Background: an optimization exercise with open tools, aiming at a short achievable clock period and few clock cycles per item. Do not read the settings as production practice. In this exercise RTL edits were held to simulation tests only and were not proved equivalent to the original. Power and IR drop assume default switching activity.

$ cat flow/design.v
package cpu_pkg;
    typedef enum logic [5:0] {
        op_special = 6'h00,
        op_addiu   = 6'h09,
        op_slti    = 6'h0A,
        op_sltiu   = 6'h0B,
        op_andi    = 6'h0C,
        op_ori     = 6'h0D,
        op_xori    = 6'h0E,
        op_lui     = 6'h0F
    } opcode_e;
    typedef enum logic [5:0] {
        fn_sll  = 6'h00,
        fn_srl  = 6'h02,
        fn_sra  = 6'h03,
        fn_addu = 6'h21,
        fn_subu = 6'h23,
        fn_and  = 6'h24,
        fn_or   = 6'h25,
        fn_xor  = 6'h26,
        fn_nor  = 6'h27,
        fn_slt  = 6'h2A,
        fn_sltu = 6'h2B
    } funct_e;
    typedef enum logic [3:0] {
        alu_add,
        alu_sub,
        alu_and,
        alu_or,
        alu_xor,
        alu_nor,
        alu_slt,
        alu_sltu,
        alu_sll,
        alu_srl,
        alu_sra,
        alu_lui
    } alu_op_e;
    typedef struct packed {
        logic               valid;
        logic [32-1:0]   pc;
        logic [32-1:0]   instr;
    } fetch_to_decode_t;
    typedef struct packed {
        logic                   valid;
        logic [32-1:0]       pc;
        alu_op_e                alu_op;
        logic [32-1:0]       src_a;
        logic [32-1:0]       src_b;
        logic [5-1:0] dest;
        logic                   wen;
    } decode_to_exec_t;
    typedef struct packed {
        logic                   valid;
        logic [32-1:0]       pc;
        logic [5-1:0] dest;
        logic                   wen;
        logic [32-1:0]       result;
    } exec_to_wb_t;
    typedef struct packed {
        logic                   wen;
        logic [5-1:0] dest;
        logic [32-1:0]       data;
    } rf_write_t;
endpackage
module fetch_stage (
    input  logic                      clk,
    input  logic                      arst_n,
    input  logic                      decode_allowin,
    input  logic [32-1:0]          inst_sram_rdata,
    output logic                      inst_sram_en,
    output logic [32-1:0]          inst_sram_addr,
    output cpu_pkg::fetch_to_decode_t to_decode
);
    logic             en_q;
    logic             valid_q;
    logic [32-1:0] pc_q;
    logic             advance;
    assign advance = valid_q && decode_allowin;
    assign inst_sram_addr = advance ? pc_q + 32'(4) : pc_q;
    assign inst_sram_en   = en_q;
    always_ff @(posedge clk or negedge arst_n) begin
        if (!arst_n) begin
            en_q    <= 1'b0;
            valid_q <= 1'b0;
            pc_q    <= 32'hBFC00000;
        end else begin
            en_q <= 1'b1;
            if (en_q) begin
                valid_q <= 1'b1;
                pc_q    <= inst_sram_addr;
            end
        end
    end
    assign to_decode.valid = valid_q;
    assign to_decode.pc    = pc_q;
    assign to_decode.instr = inst_sram_rdata;
endmodule
module reg_file (
    input  logic                   clk,
    input  logic                   arst_n,
    input  logic [5-1:0] rs_addr,
    input  logic [5-1:0] rt_addr,
    output logic [32-1:0]       rs_data,
    output logic [32-1:0]       rt_data,
    input  cpu_pkg::rf_write_t     write
);
    logic [32-1:0] regs [32];
    logic             do_write;
    assign do_write = write.wen && (write.dest != '0);
    always_ff @(posedge clk or negedge arst_n) begin
        if (!arst_n) begin
            for (int i = 0; i < 32; i++) begin
                regs[i] <= '0;
            end
        end else if (do_write) begin
            regs[write.dest] <= write.data;
        end
    end
    function automatic logic [32-1:0] read_port(input logic [5-1:0] addr);
        if (addr == '0) begin
            read_port = {32{1'b0}};
        end else if (do_write && (write.dest == addr)) begin
            read_port = write.data;
        end else begin
            read_port = regs[addr];
        end
    endfunction
    always_comb begin
        rs_data = read_port(rs_addr);
        rt_data = read_port(rt_addr);
    end
endmodule
module decode_stage (
    input  logic                     clk,
    input  logic                     arst_n,
    input  cpu_pkg::fetch_to_decode_t from_fetch,
    input  cpu_pkg::rf_write_t        rf_write,
    output logic                     allowin,
    output cpu_pkg::decode_to_exec_t  to_exec
);
    cpu_pkg::opcode_e                opcode;
    cpu_pkg::funct_e                 funct;
    logic [5-1:0] rs;
    logic [5-1:0] rt;
    logic [5-1:0] rd;
    logic [4:0]             shamt;
    logic [15:0]            imm;
    logic [32-1:0]       rs_data;
    logic [32-1:0]       rt_data;
    cpu_pkg::alu_op_e                alu_op;
    logic                   kept;
    logic                   r_type;
    logic                   use_rs;
    logic                   a_shamt;
    logic                   imm_signed;
    logic [5-1:0] dest;
    logic                   wen;
    logic [32-1:0]       src_a;
    logic [32-1:0]       src_b;
    logic                   hit_rs;
    logic                   hit_rt;
    logic                   stall;
    assign opcode = cpu_pkg::opcode_e'(from_fetch.instr[31:26]);
    assign funct  = cpu_pkg::funct_e'(from_fetch.instr[5:0]);
    assign rs     = from_fetch.instr[25:21];
    assign rt     = from_fetch.instr[20:16];
    assign rd     = from_fetch.instr[15:11];
    assign shamt  = from_fetch.instr[10:6];
    assign imm    = from_fetch.instr[15:0];
    reg_file u_reg_file (
        .clk     ( clk      ),
        .arst_n  ( arst_n   ),
        .rs_addr ( rs       ),
        .rt_addr ( rt       ),
        .rs_data ( rs_data  ),
        .rt_data ( rt_data  ),
        .write   ( rf_write )
    );
    always_comb begin
        alu_op     = cpu_pkg::alu_add;
        kept       = 1'b1;
        r_type     = 1'b0;
        use_rs     = 1'b1;
        a_shamt    = 1'b0;
        imm_signed = 1'b0;
        case (opcode)
            cpu_pkg::op_special: begin
                r_type = 1'b1;
                case (funct)
                    cpu_pkg::fn_addu: alu_op = cpu_pkg::alu_add;
                    cpu_pkg::fn_subu: alu_op = cpu_pkg::alu_sub;
                    cpu_pkg::fn_and:  alu_op = cpu_pkg::alu_and;
                    cpu_pkg::fn_or:   alu_op = cpu_pkg::alu_or;
                    cpu_pkg::fn_xor:  alu_op = cpu_pkg::alu_xor;
                    cpu_pkg::fn_nor:  alu_op = cpu_pkg::alu_nor;
                    cpu_pkg::fn_slt:  alu_op = cpu_pkg::alu_slt;
                    cpu_pkg::fn_sltu: alu_op = cpu_pkg::alu_sltu;
                    cpu_pkg::fn_sll, cpu_pkg::fn_srl, cpu_pkg::fn_sra: begin
                        use_rs  = 1'b0;
                        a_shamt = 1'b1;
                        if (funct == cpu_pkg::fn_sll) begin
                            alu_op = cpu_pkg::alu_sll;
                        end else if (funct == cpu_pkg::fn_srl) begin
                            alu_op = cpu_pkg::alu_srl;
                        end else begin
                            alu_op = cpu_pkg::alu_sra;
                        end
                    end
                    default: kept = 1'b0;
                endcase
            end
            cpu_pkg::op_addiu: begin
                alu_op     = cpu_pkg::alu_add;
                imm_signed = 1'b1;
            end
            cpu_pkg::op_slti: begin
                alu_op     = cpu_pkg::alu_slt;
                imm_signed = 1'b1;
            end
            cpu_pkg::op_sltiu: begin
                alu_op     = cpu_pkg::alu_sltu;
                imm_signed = 1'b1;
            end
            cpu_pkg::op_andi: alu_op = cpu_pkg::alu_and;
            cpu_pkg::op_ori:  alu_op = cpu_pkg::alu_or;
            cpu_pkg::op_xori: alu_op = cpu_pkg::alu_xor;
            cpu_pkg::op_lui: begin
                alu_op = cpu_pkg::alu_lui;
                use_rs = 1'b0;
            end
            default: kept = 1'b0;
        endcase
    end
    assign dest  = r_type ? rd : rt;
    assign wen   = kept && (dest != '0);
    assign src_a = a_shamt ? {{(32-5){1'b0}}, shamt} : rs_data;
    assign src_b = r_type     ? rt_data :
                   imm_signed ? {{(32-16){imm[15]}}, imm} :
                                {{(32-16){1'b0}}, imm};
    assign hit_rs  = use_rs && (rs == to_exec.dest);
    assign hit_rt  = r_type && (rt == to_exec.dest);
    assign stall   = from_fetch.valid && to_exec.valid && to_exec.wen && (hit_rs || hit_rt);
    assign allowin = !stall;
    always_ff @(posedge clk or negedge arst_n) begin
        if (!arst_n) begin
            to_exec <= '0;
        end else begin
            to_exec.valid  <= from_fetch.valid && !stall;
            to_exec.pc     <= from_fetch.pc;
            to_exec.alu_op <= alu_op;
            to_exec.src_a  <= src_a;
            to_exec.src_b  <= src_b;
            to_exec.dest   <= dest;
            to_exec.wen    <= wen;
        end
    end
endmodule
module execute_stage (
    input  cpu_pkg::decode_to_exec_t from_decode,
    output cpu_pkg::exec_to_wb_t     to_wb
);
    logic [4:0]       shamt;
    logic             lt_signed;
    logic             lt_unsigned;
    logic [32-1:0] result;
    assign shamt = from_decode.src_a[4:0];
    assign lt_signed   = $signed(from_decode.src_a) < $signed(from_decode.src_b);
    assign lt_unsigned = from_decode.src_a < from_decode.src_b;
    always_comb begin
        case (from_decode.alu_op)
            cpu_pkg::alu_add:  result = from_decode.src_a + from_decode.src_b;
            cpu_pkg::alu_sub:  result = from_decode.src_a - from_decode.src_b;
            cpu_pkg::alu_and:  result = from_decode.src_a & from_decode.src_b;
            cpu_pkg::alu_or:   result = from_decode.src_a | from_decode.src_b;
            cpu_pkg::alu_xor:  result = from_decode.src_a ^ from_decode.src_b;
            cpu_pkg::alu_nor:  result = ~(from_decode.src_a | from_decode.src_b);
            cpu_pkg::alu_slt:  result = {{(32-1){1'b0}}, lt_signed};
            cpu_pkg::alu_sltu: result = {{(32-1){1'b0}}, lt_unsigned};
            cpu_pkg::alu_sll:  result = from_decode.src_b << shamt;
            cpu_pkg::alu_srl:  result = from_decode.src_b >> shamt;
            cpu_pkg::alu_sra:  result = $signed(from_decode.src_b) >>> shamt;
            cpu_pkg::alu_lui: begin
                result = {from_decode.src_b[32/2-1:0], {(32/2){1'b0}}};
            end
            default:  result = '0;
        endcase
    end
    assign to_wb.valid  = from_decode.valid;
    assign to_wb.pc     = from_decode.pc;
    assign to_wb.dest   = from_decode.dest;
    assign to_wb.wen    = from_decode.wen;
    assign to_wb.result = result;
endmodule
module writeback_stage (
    input  logic                   clk,
    input  logic                   arst_n,
    input  cpu_pkg::exec_to_wb_t   from_exec,
    output cpu_pkg::rf_write_t     rf_write,
    output logic [32-1:0]       debug_wb_pc,
    output logic [3:0]             debug_wb_rf_wen,
    output logic [5-1:0] debug_wb_rf_wnum,
    output logic [32-1:0]       debug_wb_rf_wdata
);
    cpu_pkg::exec_to_wb_t wb_q;
    always_ff @(posedge clk or negedge arst_n) begin
        if (!arst_n) begin
            wb_q <= '0;
        end else begin
            wb_q <= from_exec;
        end
    end
    assign rf_write.wen  = wb_q.valid && wb_q.wen;
    assign rf_write.dest = wb_q.dest;
    assign rf_write.data = wb_q.result;
    assign debug_wb_pc       = wb_q.pc;
    assign debug_wb_rf_wen   = {4{rf_write.wen}};
    assign debug_wb_rf_wnum  = rf_write.dest;
    assign debug_wb_rf_wdata = rf_write.data;
endmodule
module cpu_core (
    input  logic                   clk,
    input  logic                   arst_n,
    output logic                   inst_sram_en,
    output logic [32-1:0]       inst_sram_addr,
    input  logic [32-1:0]       inst_sram_rdata,
    output logic [32-1:0]       debug_wb_pc,
    output logic [3:0]             debug_wb_rf_wen,
    output logic [5-1:0] debug_wb_rf_wnum,
    output logic [32-1:0]       debug_wb_rf_wdata
);
    cpu_pkg::fetch_to_decode_t fetch_to_decode;
    cpu_pkg::decode_to_exec_t  decode_to_exec;
    cpu_pkg::exec_to_wb_t      exec_to_wb;
    cpu_pkg::rf_write_t        wb_to_rf;
    logic             decode_allowin;
    fetch_stage u_fetch (
        .clk             ( clk             ),
        .arst_n          ( arst_n          ),
        .decode_allowin  ( decode_allowin  ),
        .inst_sram_rdata ( inst_sram_rdata ),
        .inst_sram_en    ( inst_sram_en    ),
        .inst_sram_addr  ( inst_sram_addr  ),
        .to_decode       ( fetch_to_decode )
    );
    decode_stage u_decode (
        .clk        ( clk             ),
        .arst_n     ( arst_n          ),
        .from_fetch ( fetch_to_decode ),
        .rf_write   ( wb_to_rf        ),
        .allowin    ( decode_allowin  ),
        .to_exec    ( decode_to_exec  )
    );
    execute_stage u_execute (
        .from_decode ( decode_to_exec ),
        .to_wb       ( exec_to_wb     )
    );
    writeback_stage u_writeback (
        .clk               ( clk               ),
        .arst_n            ( arst_n            ),
        .from_exec         ( exec_to_wb        ),
        .rf_write          ( wb_to_rf          ),
        .debug_wb_pc       ( debug_wb_pc       ),
        .debug_wb_rf_wen   ( debug_wb_rf_wen   ),
        .debug_wb_rf_wnum  ( debug_wb_rf_wnum  ),
        .debug_wb_rf_wdata ( debug_wb_rf_wdata )
    );
endmodule
$ cat flow/run.sh
#!/bin/bash
# synth_recipe.tcl (not shown) runs the flow's synth.tcl, then flattens the netlist and writes it again
# the make line also repeats each setting of config.mk as NAME=value (left out here)
make -C /OpenROAD-flow-scripts/flow DESIGN_CONFIG=/design/flow/config.mk WORK_HOME=/design/flow/orfs CLKGATE_MAP_FILE= SYNTH_SCRIPT=/design/flow/synth_recipe.tcl finish
$ cat flow/constraint.sdc
create_clock -name core_clock -period 6.5 [get_ports {clk}]
set_input_delay 1.3000 -clock core_clock [delete_from_list [all_inputs] [get_ports {clk}]]
set_output_delay 1.3000 -clock core_clock [all_outputs]
set_load 0.01 [all_outputs]
$ cat flow/config.mk
export PLATFORM = sky130hd
export DESIGN_NAME = cpu_core
export DESIGN_NICKNAME = cpu_core
export VERILOG_FILES = /design/flow/design.v
export SDC_FILE = /design/flow/constraint.sdc
export NUM_CORES = 4
export LEC_CHECK = 0
export CAP_MARGIN = 20
export CORE_MARGIN = 2
export CORE_UTILIZATION = 30
export PLACE_DENSITY = 0.5
export SETUP_SLACK_MARGIN = 0.1
export SLEW_MARGIN = 20
==> run summary <==
total global routing track utilization 30.85%; standby leakage power 33.61 nW; origin of the worst setup path inst_sram_rdata[26]; cell taking the most area after synthesis sky130_fd_sc_hd__dfrtp_1; cell with the largest stage delay on the worst path sky130_fd_sc_hd__clkdlybuf4s50_1; clock latency of the later-clocked register in the worst-skew pair 0.84 ns; sequential share of the synthesized area 45.90%; Power per Cell Area 257.2 nW/um^2; portion of the clock cycle consumed by the worst path in the final layout 96.50%; via count of the first global-routing pass 56.89k; core area 216700 sq um; fraction of layout cells with a size suffix above 1 28.30%; antenna violations before repair 18; height of the die 470.7 um; DRT iter0 DRCs 11.24k; final setup violation count 0; total gr overflow 0; clk slew on worst S/H paths 0.06 ns; leading cell types in the layout, fill and taps excluded 1178 x sky130_fd_sc_hd__dfrtp_1, 1012 x sky130_fd_sc_hd__mux2_2, 830 x sky130_fd_sc_hd__a22oi_1; clock tree root buffer cell sky130_fd_sc_hd__clkbuf_16; wire length reported by the detailed router 353300 um; cts bufs inserted 136; Hold WC Path Type flip-flop to flip-flop; maximum buffer depth of the clock tree 3; CTS H-tree depth 4; count of hold-fix buffers inserted at cts 0; Post-Syn Area 65330 sq um; TritonCTS clock tree built; nature of the critical path startpoint primary input; Fin Setup TNS 0 ns; per-cell via count in the routed design 6.672; placed wire-length estimate 224000 um; average footprint of a synthesized cell 10.83 sq um; post-synth cell types 83; capturing element type of the critical path primary output; wire length of the first global-routing pass 482000 um; transition time at the pin with the least slew margin 1.340 ns; drt pass-1 iters 10; most frequent standard cell in the layout excluding fill and tap cells sky130_fd_sc_hd__dfrtp_1; count of boundary I/O pins 140; pin count of the biggest net entering global routing 150; Slew Viols, Final 0; number of vias after detailed routing 59.86k; count of state elements after synthesis 1198; Post-CTS Repair Setup Buffers 0; Port Buffer Count 135; main area contributors after synthesis sky130_fd_sc_hd__dfrtp_1 46%, sky130_fd_sc_hd__mux2_2 17%, sky130_fd_sc_hd__a22oi_1 9.5%, sky130_fd_sc_hd__clkbuf_1 2.6%, sky130_fd_sc_hd__nor2_1 2.1%; Initial Util 30.14%; final net count 6131; worst max-slew margin expressed relative to the limit 10.46%; Std-Cell Rows 171; final worst hold slack 0.3464 ns; critical register-to-register path startpoint u_decode.to_exec[39]; post-CTS sizing 0; Synth top area share 45.54%; predominant post-synthesis flop cell sky130_fd_sc_hd__dfrtp_1; final weighted congestion in routability-driven placement 0.9710; delay of the slowest critical-path stage 0.56 ns; number of enable-type register cells in the synthesized netlist 0; category of the most critical setup path primary input to primary output; clk sinks 1198; launch instance of the worst min-delay path u_decode.to_exec[79]; Max VDD drop 0.2323 mV; Filler Cell Count 21.47k; minimum clock period after layout 6.273 ns; detailed-route wire length per cell 39.38 um; layout overhead on the synthesized area 16.13%; final clock skew 0.04409 ns; count of max-cap constraint violations 0; Horiz. Die Dim 470.7 um; Max Fclk 159.4 MHz; count of yosys warnings during synthesis 6; Synth async-reset ratio 100.0%; RSZ-0062 raised after global routing no; arrival time reported for the critical path endpoint 4.97 ns; critical path fanouts, max 4; area enclosed by the die boundary 221500 sq um; required time of the critical path 5.20 ns; number of antenna-violating nets in the routed design 0; status no timing/DRC/antenna violations; number of hold-slack violations in the final timing report 0; CP cell instances clkdlybuf4s50_1 > or3_1 > or4_4 > o31ai_4 > buf_4 > o32a_1 > buf_4 > o21a_1 > and4_2 > and4_4 > nand3_1 > xnor2_1 > clkdlybuf4s50_1; final routed DRC violation total 0; Synth Instances 6035
[registers in the layout (all words and copies together), names as in the netlist]
signal	flops
u_fetch.valid_q	1
u_decode.u_reg_file.regs	992
u_writeback.wb_q	69
u_decode.to_exec	105
u_fetch.pc_q	30
u_fetch.en_q	1
[cell families (layout without fill, tap and decap cells)]
kind of cell             after synthesis  after routing  share of synthesized area, %
flip-flops                          1198           1198                         45.90
multiplexers                        1100           1100                         19.67
buffers and inverters                710            770                         4.600
AND/OR/NAND/NOR                     1249           1249                         9.281
AO/OA/AOI/OAI                       1590           1590                         17.41
other                                  2             25                       0.01150
XOR/XNOR                              80             80                         1.072
adder cells (fa/ha/maj)              106            106                         2.053
[area by class of cell]
class | instances | area, sq um | area share, %
repair buffers | 433 | 4079 | 5.376
diodes | 20 | 50.05 | 0.06596
inverters | 92 | 345.3 | 0.4551
clock buffers | 191 | 3811 | 5.023
clock inverters | 54 | 868.3 | 1.144
well taps | 2854 | 3571 | 4.706
flip-flops and latches | 1198 | 30010 | 39.55
multi-input cells | 4130 | 33140 | 43.68
[synthesized netlist by cell type (71+ instances only)]
cell,n
sky130_fd_sc_hd__dfrtp_1,1189
sky130_fd_sc_hd__mux2_2,1012
sky130_fd_sc_hd__a22oi_1,830
sky130_fd_sc_hd__clkbuf_1,455
sky130_fd_sc_hd__nor2_1,361
sky130_fd_sc_hd__nand2_1,294
sky130_fd_sc_hd__a21oi_1,253
sky130_fd_sc_hd__nand4_1,154
sky130_fd_sc_hd__o21ai_0,145
sky130_fd_sc_hd__nand3_1,123
sky130_fd_sc_hd__ha_1,104
sky130_fd_sc_hd__inv_1,89
sky130_fd_sc_hd__nor3_1,83
sky130_fd_sc_hd__buf_4,75
sky130_fd_sc_hd__a222oi_1,71
[power by group]
part           leakage (nW)  total (mW)  switching [mW]  internal (mW)
registers              16.4        8.58           0.633           7.95
logic                  15.0        2.76            1.78          0.980
clock network          2.25        8.17            3.49           4.68
total                  33.6        19.5            5.90           13.6
[routing by layer]
layer	wire [um]	part of all wire [%]	track usage, %
met2	144300	41	43.37
met3	45030	13	10.39
met5	123	0.035	0.1947
met4	25560	7.2	18.62
met1	138300	39	40.67
[through the flow]
| step | std cells | setup slack [ns] | instance area, sq um | utilization, % | power, mW |
|---|---|---|---|---|---|
| finish | 8972 | 0.2273 | 75870 | 35.01 | 19.51 |
| global route | 8957 | 0.1401 | 75840 | 34.99 | 20.05 |
| CTS | 8951 | 0.1764 | 75790 | 34.97 | 19.48 |
| detailed placement | 8706 | 0.1943 | 71110 | 32.81 | 11.35 |
| global placement | 8697 | 0.1939 | 70890 | 32.71 | 11.33 |
| floorplan | 6038 | 1.457 | 65340 | - | 9.941 |
[worst max-delay path: cells and delay by family]
family          cells  cell delay [ns]
xor+xnor            1             0.16
buf+inv             4             1.44
compound gates      3             0.53
simple gates        5             1.56
[path summary, 6_finish.rpt]
check,to,cells after the start,slack [ns]
min reg2reg,u_writeback.wb_q[43],0,0.35
min in group asynchronous,u_decode.u_reg_file.regs[18][11],1,0.48
max in group asynchronous,u_decode.u_reg_file.regs[25][31],2,4.43
min,u_writeback.wb_q[43],0,0.35
max reg2reg,u_writeback.wb_q[25],12,1.51
max,inst_sram_addr[27],13,0.23
Testbench counts, summed over its fixed seeds: cycles 22,981, items 16,000.

## what the ideal ports hide
Ports are ideal in the flow. The routed layout listed here was re-timed in OpenROAD.
Step 1 assumes that a clkbuf_16 drives the clock port and a buf_2 every other input.
Step 2 times the ports against the registers' clock, not the clock port: input delays grow and output delays shrink by t, the midpoint of the rising clock arrivals with the driver on.
Slacks: no drivers / after step 1 / after step 2; pairs: no drivers / after step 1.
shift t [ns]: 0.912
setup slack, ns: 0.227 / 0.202 / 0.202
worst hold slack (ns): 0.346 / 0.346 / 0.346
worst slew at a driven data input, ns: 0.24
pins driven straight from the clock port: 1
After both steps setup and hold are still met in this run. For this run, drivers alone change the setup slack by -0.025 ns; drivers and shift together by -0.025 ns.
